This design comes from an exercise in tuning for small area and few clock cycles per item on the open sky130 flow, not from production work. The RTL was checked by simulation tests, not by an equivalence proof against the original design.

==> branch sierra: inputs <==
==> flow/design.v <==
package mos_pkg;
  localparam int DEF_MAX_SET    = 64;
  localparam int DEF_VALUE_BITS = 32;
  localparam int SAMPLE_W = 32;
  localparam int SIZE_W   = 7;
  localparam int WIN = DEF_MAX_SET / 2;
  localparam int ANC = 4;
endpackage
import mos_pkg::*;
module mos_cell
#(
  parameter int VALUE_BITS = DEF_VALUE_BITS
) (
  input  logic                         clk,
  input  logic                         ins_en,     
  input  logic                         shift_l,    
  input  logic signed [VALUE_BITS-1:0] ins_val,    
  input  logic                         le,         
  input  logic signed [VALUE_BITS-1:0] prev_val,   
  input  logic                         prev_le,    
  input  logic signed [VALUE_BITS-1:0] next_val,   
  input  logic                         next_le,    
  output logic signed [VALUE_BITS-1:0] val,
  output logic signed [VALUE_BITS-1:0] val_nxt,
  output logic                         take_p,     
  output logic                         take_n,     
  output logic                         take_x      
);
  logic signed [VALUE_BITS-1:0] val_r;
  logic                         hold;
  always_comb begin
    if (shift_l) begin
      take_p = 1'b0;
      take_n = ins_en && next_le;
      take_x = ins_en && !next_le && le;
    end else begin
      take_p = ins_en && !prev_le;
      take_n = 1'b0;
      take_x = ins_en && prev_le && !le;
    end
    hold = !(take_p || take_n || take_x);
  end
  assign val_nxt = ({VALUE_BITS{take_p}} & prev_val) |
                   ({VALUE_BITS{take_n}} & next_val) |
                   ({VALUE_BITS{take_x}} & ins_val)  |
                   ({VALUE_BITS{hold}}   & val_r);
  always_ff @(posedge clk) begin
    val_r <= val_nxt;
  end
  assign val = val_r;
endmodule
module mos_le
#(
  parameter int W = 32
) (
  input  logic [W-1:0] a,
  input  logic [W-1:0] b,
  output logic         le
);
  localparam int LV = $clog2(W);
  logic [W-1:0] g_l [LV+1];
  logic [W-1:0] p_l [LV+1];
  for (genvar i = 0; i < W; i++) begin : g_leaf
    if (i == W - 1) begin : g_sign
      assign g_l[0][i] = !a[i] && b[i];
      assign p_l[0][i] = !a[i] || b[i];
    end else begin : g_mag
      assign g_l[0][i] = a[i] && !b[i];
      assign p_l[0][i] = a[i] || !b[i];
    end
  end
  for (genvar l = 1; l <= LV; l++) begin : g_lvl
    for (genvar i = 0; i < (W >> l); i++) begin : g_node
      assign g_l[l][i] = g_l[l-1][2*i+1] || (p_l[l-1][2*i+1] && g_l[l-1][2*i]);
      assign p_l[l][i] = p_l[l-1][2*i+1] && p_l[l-1][2*i];
    end
    for (genvar i = (W >> l); i < W; i++) begin : g_pad
      assign g_l[l][i] = 1'b0;
      assign p_l[l][i] = 1'b0;
    end
  end
  assign le = !g_l[LV][0];
endmodule
import mos_pkg::*;
module median_of_set_selector_top
#(
  parameter int MAX_SET    = DEF_MAX_SET,
  parameter int VALUE_BITS = DEF_VALUE_BITS
) (
  input  logic                       clk,
  input  logic                       rst_n,
  input  logic                       in_valid,
  output logic                       in_stall,
  input  logic signed [SAMPLE_W-1:0] in_sample,
  input  logic                       in_last_of_set,
  output logic                       out_valid,
  input  logic                       out_stall,
  output logic signed [SAMPLE_W-1:0] out_median,
  output logic [SIZE_W-1:0]          out_set_size,
  output logic                       out_overflow
);
  localparam int CW = $clog2(MAX_SET + 1);
  localparam int NC = WIN;
  localparam int MC = NC / 2;
  localparam int NG = NC / ANC;
  localparam int PW = $clog2(NC + 1);
  logic                         p_valid_r;
  logic                         p_last_r;
  logic signed [VALUE_BITS-1:0] p_val_r;
  logic [PW-1:0]                pos_r;
  logic                         le_r     [NC];
  logic [CW-1:0]                count_r;
  logic [CW-1:0]                count_nxt;
  logic                         dropped_r;
  logic [CW-1:0]                cnt_new;
  logic                         full;
  logic                         full_r;
  logic                         ins_en;
  logic                         set_end;
  logic signed [VALUE_BITS-1:0] cell_val [NC];
  logic signed [VALUE_BITS-1:0] cell_nxt [NC];
  logic                         take_p   [NC];
  logic                         take_n   [NC];
  logic                         take_x   [NC];
  logic                         q_valid_r;
  logic                         q_last_r;
  logic signed [VALUE_BITS-1:0] q_val_r;
  logic                         anc_r    [NG];
  logic                         cell_lo  [NC];
  logic                         cell_hi  [NC];
  logic                         gap_lo   [ANC-1];
  logic                         gap_hi   [ANC-1];
  logic                         gap_f    [ANC-1];
  logic [PW-1:0]                pos_lo;
  logic [PW-1:0]                pos_sub  [ANC];
  logic [PW-1:0]                pos_nxt;
  logic                         gap      [NG];
  logic signed [VALUE_BITS-1:0] gap_val  [ANC-1];
  logic                         gap_le   [ANC-1];
  logic                         p_le_q;
  logic                         go;
  logic                         in_acc;
  logic                         anc_lo   [NG];
  logic                         anc_hi   [NG];
  logic                         anc_cmp  [NG];
  logic                         anc      [NG];
  logic                         out_valid_r;
  logic signed [SAMPLE_W-1:0]   median_r;
  logic [SIZE_W-1:0]            set_size_r;
  logic                         overflow_r;
  assign full     = full_r;
  assign ins_en   = p_valid_r && !full;
  assign set_end  = p_valid_r && p_last_r;
  assign cnt_new  = full ? count_r : count_r + CW'(1);
  assign count_nxt = set_end ? '0 : (ins_en ? count_r + CW'(1) : count_r);
  assign go       = !(in_last_of_set && ((q_valid_r && q_last_r) ||
                                   (p_valid_r && p_last_r) ||
                                   (out_valid_r && out_stall)));
  assign in_stall = !go;
  assign in_acc   = in_valid && !in_stall;
  for (genvar i = 0; i < NC; i++) begin : g_le
    assign le_r[i] = pos_r > PW'(i);
  end
  for (genvar i = 0; i < NC; i++) begin : g_cell
    if (i == 0) begin : g_first
      mos_cell #(.VALUE_BITS(VALUE_BITS)) u_cell (
        .clk      (clk),
        .ins_en   (ins_en),
        .shift_l  (!count_r[0]),
        .ins_val  (p_val_r),
        .le       (le_r[i]),
        .prev_val (p_val_r),
        .prev_le  (1'b1),
        .next_val (cell_val[i+1]),
        .next_le  (le_r[i+1]),
        .val      (cell_val[i]),
        .val_nxt  (cell_nxt[i]),
        .take_p   (take_p[i]),
        .take_n   (take_n[i]),
        .take_x   (take_x[i])
      );
    end else if (i == NC - 1) begin : g_last
      mos_cell #(.VALUE_BITS(VALUE_BITS)) u_cell (
        .clk      (clk),
        .ins_en   (ins_en),
        .shift_l  (!count_r[0]),
        .ins_val  (p_val_r),
        .le       (le_r[i]),
        .prev_val (cell_val[i-1]),
        .prev_le  (le_r[i-1]),
        .next_val (p_val_r),
        .next_le  (1'b0),
        .val      (cell_val[i]),
        .val_nxt  (cell_nxt[i]),
        .take_p   (take_p[i]),
        .take_n   (take_n[i]),
        .take_x   (take_x[i])
      );
    end else begin : g_mid
      mos_cell #(.VALUE_BITS(VALUE_BITS)) u_cell (
        .clk      (clk),
        .ins_en   (ins_en),
        .shift_l  (!count_r[0]),
        .ins_val  (p_val_r),
        .le       (le_r[i]),
        .prev_val (cell_val[i-1]),
        .prev_le  (le_r[i-1]),
        .next_val (cell_val[i+1]),
        .next_le  (le_r[i+1]),
        .val      (cell_val[i]),
        .val_nxt  (cell_nxt[i]),
        .take_p   (take_p[i]),
        .take_n   (take_n[i]),
        .take_x   (take_x[i])
      );
    end
  end
  for (genvar g = 0; g < NG; g++) begin : g_anc
    localparam int C = g * ANC + ANC - 1;
    if (2 * MC - 2 - 2 * C >= 0) begin : g_lo
      assign anc_lo[g] = count_nxt <= CW'(2 * MC - 2 - 2 * C);
    end else begin : g_no_lo
      assign anc_lo[g] = 1'b0;
    end
    if (2 * C - 2 * MC + 1 >= 0) begin : g_hi
      assign anc_hi[g] = count_nxt <= CW'(2 * C - 2 * MC + 1);
    end else begin : g_no_hi
      assign anc_hi[g] = 1'b0;
    end
    mos_le #(.W(VALUE_BITS)) u_le (
      .a  (cell_nxt[C]),
      .b  (VALUE_BITS'(in_sample)),
      .le (anc_cmp[g])
    );
    assign anc[g] = anc_lo[g] || (!anc_hi[g] && anc_cmp[g]);
  end
  for (genvar i = 0; i < NC; i++) begin : g_range
    if (2 * MC - 2 - 2 * i >= 0) begin : g_lo
      assign cell_lo[i] = count_r <= CW'(2 * MC - 2 - 2 * i);
    end else begin : g_no_lo
      assign cell_lo[i] = 1'b0;
    end
    if (2 * i - 2 * MC + 1 >= 0) begin : g_hi
      assign cell_hi[i] = count_r <= CW'(2 * i - 2 * MC + 1);
    end else begin : g_no_hi
      assign cell_hi[i] = 1'b0;
    end
  end
  for (genvar g = 0; g < NG; g++) begin : g_gap
    if (g == 0) begin : g_first
      assign gap[g] = !anc_r[g];
    end else begin : g_rest
      assign gap[g] = anc_r[g-1] && !anc_r[g];
    end
  end
  for (genvar o = 0; o < ANC - 1; o++) begin : g_share
    always_comb begin
      gap_val[o] = '0;
      for (int g = 0; g < NG; g++) begin
        gap_val[o] = gap_val[o] | ({VALUE_BITS{gap[g]}} & cell_val[g*ANC + o]);
      end
    end
    mos_le #(.W(VALUE_BITS)) u_le (
      .a  (gap_val[o]),
      .b  (q_val_r),
      .le (gap_le[o])
    );
  end
  for (genvar o = 0; o < ANC - 1; o++) begin : g_gapf
    always_comb begin
      gap_lo[o] = 1'b0;
      gap_hi[o] = 1'b0;
      for (int g = 0; g < NG; g++) begin
        gap_lo[o] = gap_lo[o] | (gap[g] & cell_lo[g*ANC + o]);
        gap_hi[o] = gap_hi[o] | (gap[g] & cell_hi[g*ANC + o]);
      end
    end
    assign gap_f[o] = !anc_r[NG-1] && (gap_lo[o] || (!gap_hi[o] && gap_le[o]));
  end
  mos_le #(.W(VALUE_BITS)) u_le_prev (
    .a  (p_val_r),
    .b  (q_val_r),
    .le (p_le_q)
  );
  always_comb begin
    pos_lo = '0;
    for (int g = 0; g < NG; g++) begin
      pos_lo = pos_lo | ({PW{gap[g]}} & PW'(g * ANC));
    end
    if (anc_r[NG-1]) begin
      pos_lo = PW'(NC);
    end
  end
  for (genvar t = 0; t < ANC; t++) begin : g_sub
    logic [PW:0] base;
    always_comb begin
      base = {1'b0, pos_lo} | (PW+1)'(t);
      if (set_end) begin
        pos_sub[t] = PW'(MC);
      end else if (!ins_en) begin
        pos_sub[t] = base[PW-1:0];
      end else if (p_le_q && count_r[0]) begin
        pos_sub[t] = (base >= (PW+1)'(NC)) ? PW'(NC) : PW'(base + 1'b1);
      end else if (!p_le_q && !count_r[0]) begin
        pos_sub[t] = (base == '0) ? '0 : PW'(base - 1'b1);
      end else begin
        pos_sub[t] = base[PW-1:0];
      end
    end
  end
  assign pos_nxt = gap_f[1] ? (gap_f[2] ? pos_sub[3] : pos_sub[2])
                            : (gap_f[0] ? pos_sub[1] : pos_sub[0]);
  always_ff @(posedge clk) begin
    q_val_r  <= VALUE_BITS'(in_sample);
    q_last_r <= in_last_of_set;
    for (int g = 0; g < NG; g++) begin
      anc_r[g] <= anc[g];
    end
    p_val_r  <= q_val_r;
    p_last_r <= q_last_r;
    pos_r    <= pos_nxt;
  end
  always_ff @(posedge clk) begin
    if (!rst_n) begin
      q_valid_r <= 1'b0;
      p_valid_r <= 1'b0;
    end else begin
      q_valid_r <= in_acc;
      p_valid_r <= q_valid_r;
    end
  end
  always_ff @(posedge clk) begin
    if (!rst_n) begin
      count_r   <= '0;
      full_r    <= 1'b0;
      dropped_r <= 1'b0;
    end else begin
      count_r <= count_nxt;
      full_r  <= count_nxt == CW'(MAX_SET);
      if (set_end) begin
        dropped_r <= 1'b0;
      end else if (p_valid_r) begin
        dropped_r <= dropped_r | full;
      end
    end
  end
  always_ff @(posedge clk) begin
    if (!rst_n) begin
      out_valid_r <= 1'b0;
    end else if (set_end) begin
      out_valid_r <= 1'b1;
    end else if (!out_stall) begin
      out_valid_r <= 1'b0;
    end
  end
  always_ff @(posedge clk) begin
    if (set_end) begin
      median_r   <= SAMPLE_W'(cnt_new[0] ? cell_nxt[MC-1] : cell_nxt[MC]);
      set_size_r <= SIZE_W'(cnt_new);
      overflow_r <= dropped_r | full;
    end
  end
  assign out_valid    = out_valid_r;
  assign out_median   = median_r;
  assign out_set_size = set_size_r;
  assign out_overflow = overflow_r;
endmodule
==> flow/flow/run.sh <==
#!/bin/bash
# The standard layout (standard.sh), with one change: synthesis maps the logic
# with an area-oriented ABC script (flow/abc_area.script) instead of ORFS's
# speed script. Everything else, registers included, is the standard flow.
set -euo pipefail
W=$(pwd)
ABC_SCRIPT="$W/flow/abc_area.script"

# synth_recipe.tcl with ABC's -script argument pointed at our script
{
  echo "proc abc {args} {"
  echo "  set i [lsearch \$args -script]"
  echo "  if {\$i >= 0} { lset args [expr {\$i + 1}] {$ABC_SCRIPT} }"
  echo "  yosys abc {*}\$args"
  echo "}"
  cat "$W/synth_recipe.tcl"
} > "$W/flow_synth.tcl"

sed "s#SYNTH_SCRIPT=[^ ]*#SYNTH_SCRIPT=$W/flow_synth.tcl#" "$W/standard.sh" > "$W/flow_standard.sh"
grep -q "SYNTH_SCRIPT=$W/flow_synth.tcl" "$W/flow_standard.sh"

bash "$W/flow_standard.sh" > "$W/flow_standard.log" 2>&1
==> flow/flow/abc_area.script <==
strash
dch -f
map -a
topo
==> flow/standard.sh <==
#!/bin/bash
# synth_recipe.tcl (not shown) runs the flow's synth.tcl, then flattens the netlist and writes it again
# the make line also repeats each setting of config.mk as NAME=value (left out here)
make -C /OpenROAD-flow-scripts/flow DESIGN_CONFIG=/design/flow/config.mk WORK_HOME=/design/flow/orfs CLKGATE_MAP_FILE= SYNTH_SCRIPT=/design/flow/synth_recipe.tcl "${@:-finish}"
==> flow/config.mk <==
export PLATFORM = sky130hd
export DESIGN_NAME = median_of_set_selector_top
export DESIGN_NICKNAME = median_of_set_selector_top
export VERILOG_FILES = /design/flow/design.v
export SDC_FILE = /design/flow/constraint.sdc
export NUM_CORES = 4
export LEC_CHECK = 0
export CAP_MARGIN = 0
export CORE_MARGIN = 2
export CORE_UTILIZATION = 50
export CTS_BUF_LIST = sky130_fd_sc_hd__clkbuf_16
export CTS_CLUSTER_DIAMETER = 80
export CTS_CLUSTER_SIZE = 24
export SETUP_SLACK_MARGIN = 0.05
export SLEW_MARGIN = 0
==> flow/constraint.sdc <==
create_clock -name core_clock -period 5.0 [get_ports {clk}]
set_input_delay 1.0000 -clock core_clock [delete_from_list [all_inputs] [get_ports {clk}]]
set_output_delay 1.0000 -clock core_clock [all_outputs]
set_load 0.01 [all_outputs]
==> inputs of branch ember, as changes to branch sierra <==
--- a/flow/design.v
+++ b/flow/design.v
@@ -104,9 +104,7 @@
   localparam int MC = NC / 2;
   localparam int NG = NC / ANC;
-  localparam int PW = $clog2(NC + 1);
   logic                         p_valid_r;
   logic                         p_last_r;
   logic signed [VALUE_BITS-1:0] p_val_r;
-  logic [PW-1:0]                pos_r;
   logic                         le_r     [NC];
   logic [CW-1:0]                count_r;
@@ -129,14 +127,10 @@
   logic                         cell_lo  [NC];
   logic                         cell_hi  [NC];
-  logic                         gap_lo   [ANC-1];
-  logic                         gap_hi   [ANC-1];
-  logic                         gap_f    [ANC-1];
-  logic [PW-1:0]                pos_lo;
-  logic [PW-1:0]                pos_sub  [ANC];
-  logic [PW-1:0]                pos_nxt;
+  logic                         raw      [NC];
   logic                         gap      [NG];
   logic signed [VALUE_BITS-1:0] gap_val  [ANC-1];
   logic                         gap_le   [ANC-1];
   logic                         p_le_q;
+  logic                         le_nxt   [NC];
   logic                         go;
   logic                         in_acc;
@@ -159,7 +153,4 @@
   assign in_stall = !go;
   assign in_acc   = in_valid && !in_stall;
-  for (genvar i = 0; i < NC; i++) begin : g_le
-    assign le_r[i] = pos_r > PW'(i);
-  end
   for (genvar i = 0; i < NC; i++) begin : g_cell
     if (i == 0) begin : g_first
@@ -267,14 +258,16 @@
     );
   end
-  for (genvar o = 0; o < ANC - 1; o++) begin : g_gapf
-    always_comb begin
-      gap_lo[o] = 1'b0;
-      gap_hi[o] = 1'b0;
-      for (int g = 0; g < NG; g++) begin
-        gap_lo[o] = gap_lo[o] | (gap[g] & cell_lo[g*ANC + o]);
-        gap_hi[o] = gap_hi[o] | (gap[g] & cell_hi[g*ANC + o]);
+  for (genvar g = 0; g < NG; g++) begin : g_fill
+    for (genvar o = 0; o < ANC; o++) begin : g_off
+      if (o == ANC - 1) begin : g_anchor
+        assign raw[g*ANC + o] = anc_r[g];
+      end else if (g == 0) begin : g_low
+        assign raw[g*ANC + o] = cell_lo[g*ANC + o] || (!cell_hi[g*ANC + o] &&
+                                (anc_r[g] || gap_le[o]));
+      end else begin : g_mid
+        assign raw[g*ANC + o] = cell_lo[g*ANC + o] || (!cell_hi[g*ANC + o] &&
+                                (anc_r[g] || (anc_r[g-1] && gap_le[o])));
       end
     end
-    assign gap_f[o] = !anc_r[NG-1] && (gap_lo[o] || (!gap_hi[o] && gap_le[o]));
   end
   mos_le #(.W(VALUE_BITS)) u_le_prev (
@@ -283,32 +276,19 @@
     .le (p_le_q)
   );
-  always_comb begin
-    pos_lo = '0;
-    for (int g = 0; g < NG; g++) begin
-      pos_lo = pos_lo | ({PW{gap[g]}} & PW'(g * ANC));
-    end
-    if (anc_r[NG-1]) begin
-      pos_lo = PW'(NC);
-    end
-  end
-  for (genvar t = 0; t < ANC; t++) begin : g_sub
-    logic [PW:0] base;
+  for (genvar i = 0; i < NC; i++) begin : g_flag
     always_comb begin
-      base = {1'b0, pos_lo} | (PW+1)'(t);
       if (set_end) begin
-        pos_sub[t] = PW'(MC);
-      end else if (!ins_en) begin
-        pos_sub[t] = base[PW-1:0];
-      end else if (p_le_q && count_r[0]) begin
-        pos_sub[t] = (base >= (PW+1)'(NC)) ? PW'(NC) : PW'(base + 1'b1);
-      end else if (!p_le_q && !count_r[0]) begin
-        pos_sub[t] = (base == '0) ? '0 : PW'(base - 1'b1);
+        le_nxt[i] = i < MC;
+      end else if (take_x[i]) begin
+        le_nxt[i] = p_le_q;
+      end else if (take_p[i]) begin
+        le_nxt[i] = (i == 0) ? 1'b1 : raw[(i == 0) ? 0 : i-1];
+      end else if (take_n[i]) begin
+        le_nxt[i] = (i == NC - 1) ? 1'b0 : raw[(i == NC - 1) ? i : i+1];
       end else begin
-        pos_sub[t] = base[PW-1:0];
+        le_nxt[i] = raw[i];
       end
     end
   end
-  assign pos_nxt = gap_f[1] ? (gap_f[2] ? pos_sub[3] : pos_sub[2])
-                            : (gap_f[0] ? pos_sub[1] : pos_sub[0]);
   always_ff @(posedge clk) begin
     q_val_r  <= VALUE_BITS'(in_sample);
@@ -319,5 +299,7 @@
     p_val_r  <= q_val_r;
     p_last_r <= q_last_r;
-    pos_r    <= pos_nxt;
+    for (int i = 0; i < NC; i++) begin
+      le_r[i] <= le_nxt[i];
+    end
   end
   always_ff @(posedge clk) begin
==> flow_summary.toml <==
[power_and_ir_drop]
p_switching_mw = 21.2

[routing]
viasPerCell = 7.58

[sta]
setup_violations = 3
fin_ws_ns = -0.102

[outcome]
status = "finished with violations"
so_faults = "setup timing"

[synthesis]
ys_ff_latch = 1156
synthAdderAreaFrac_pct = 0.194
the above is filed under branch sierra

==> flow_summary.toml <==
[routing]
num_vias = 67400
viasPerCell = 7.64
dr_wl_met2_mm = 133

[synthesis]
ys_ff_latch = 1182
synthAdderAreaFrac_pct = 0.0851

[sta]
setup_violations = 0

[worst_setup_path]
crit_chain = "inv_8 > nor2_4 > buf_12 > a22oi_1 > nand3_1 > a221o_2 > a221oi_1 > buf_4 > nor2_1 > o211ai_1 > o211ai_1 > a211oi_2 > o21ai_2 > buf_4 > nand2_1 > nand2_1 > clkinv_1 > buf_4 > a21oi_1 > nor2_1 > nand2_1 > a21oi_1 > o221a_2"

[outcome]
status = "finished clean"

[global_routing]
grt_pass1_wl_mm = 459
the above is filed under branch ember

Testbench counts of branch sierra, summed over its fixed seeds: cycles 37,033, items 36,996.
Testbench counts of branch ember, summed over its fixed seeds: cycles 37,033, items 36,996.

## afterwards: timing with drivers on the ports
In the flow no input, the clock included, has a driving cell. The finished layouts below were timed again as built, in two steps. Step 1 sets driving cells, clkbuf_16 on the clock port and buf_2 on the other inputs (assumed; they add their load-dependent delay and slew). Step 2 moves the port delays by t, midway between the first and last clock arrival at a register: inputs arrive t later, outputs are due t later. That takes back most of the time a late clock gives input paths. a / b / c = ideal ports / drivers / drivers and shift; a / b = the first two.
run	t, ns	slack for setup (ns)	worst hold slack (ns)	worst setup path at the end	cell pins on the clock port's net
branch sierra	0.784	-0.102 / -0.102 / -0.102	0.355 / 0.355 / 0.355	register to register	1
branch ember	0.881	0.096 / 0.096 / 0.083	0.356 / 0.356 / 0.356	input to register	1
For branch ember, which loses most, drivers alone change the setup slack by 0.000 ns; drivers and shift together by -0.013 ns.
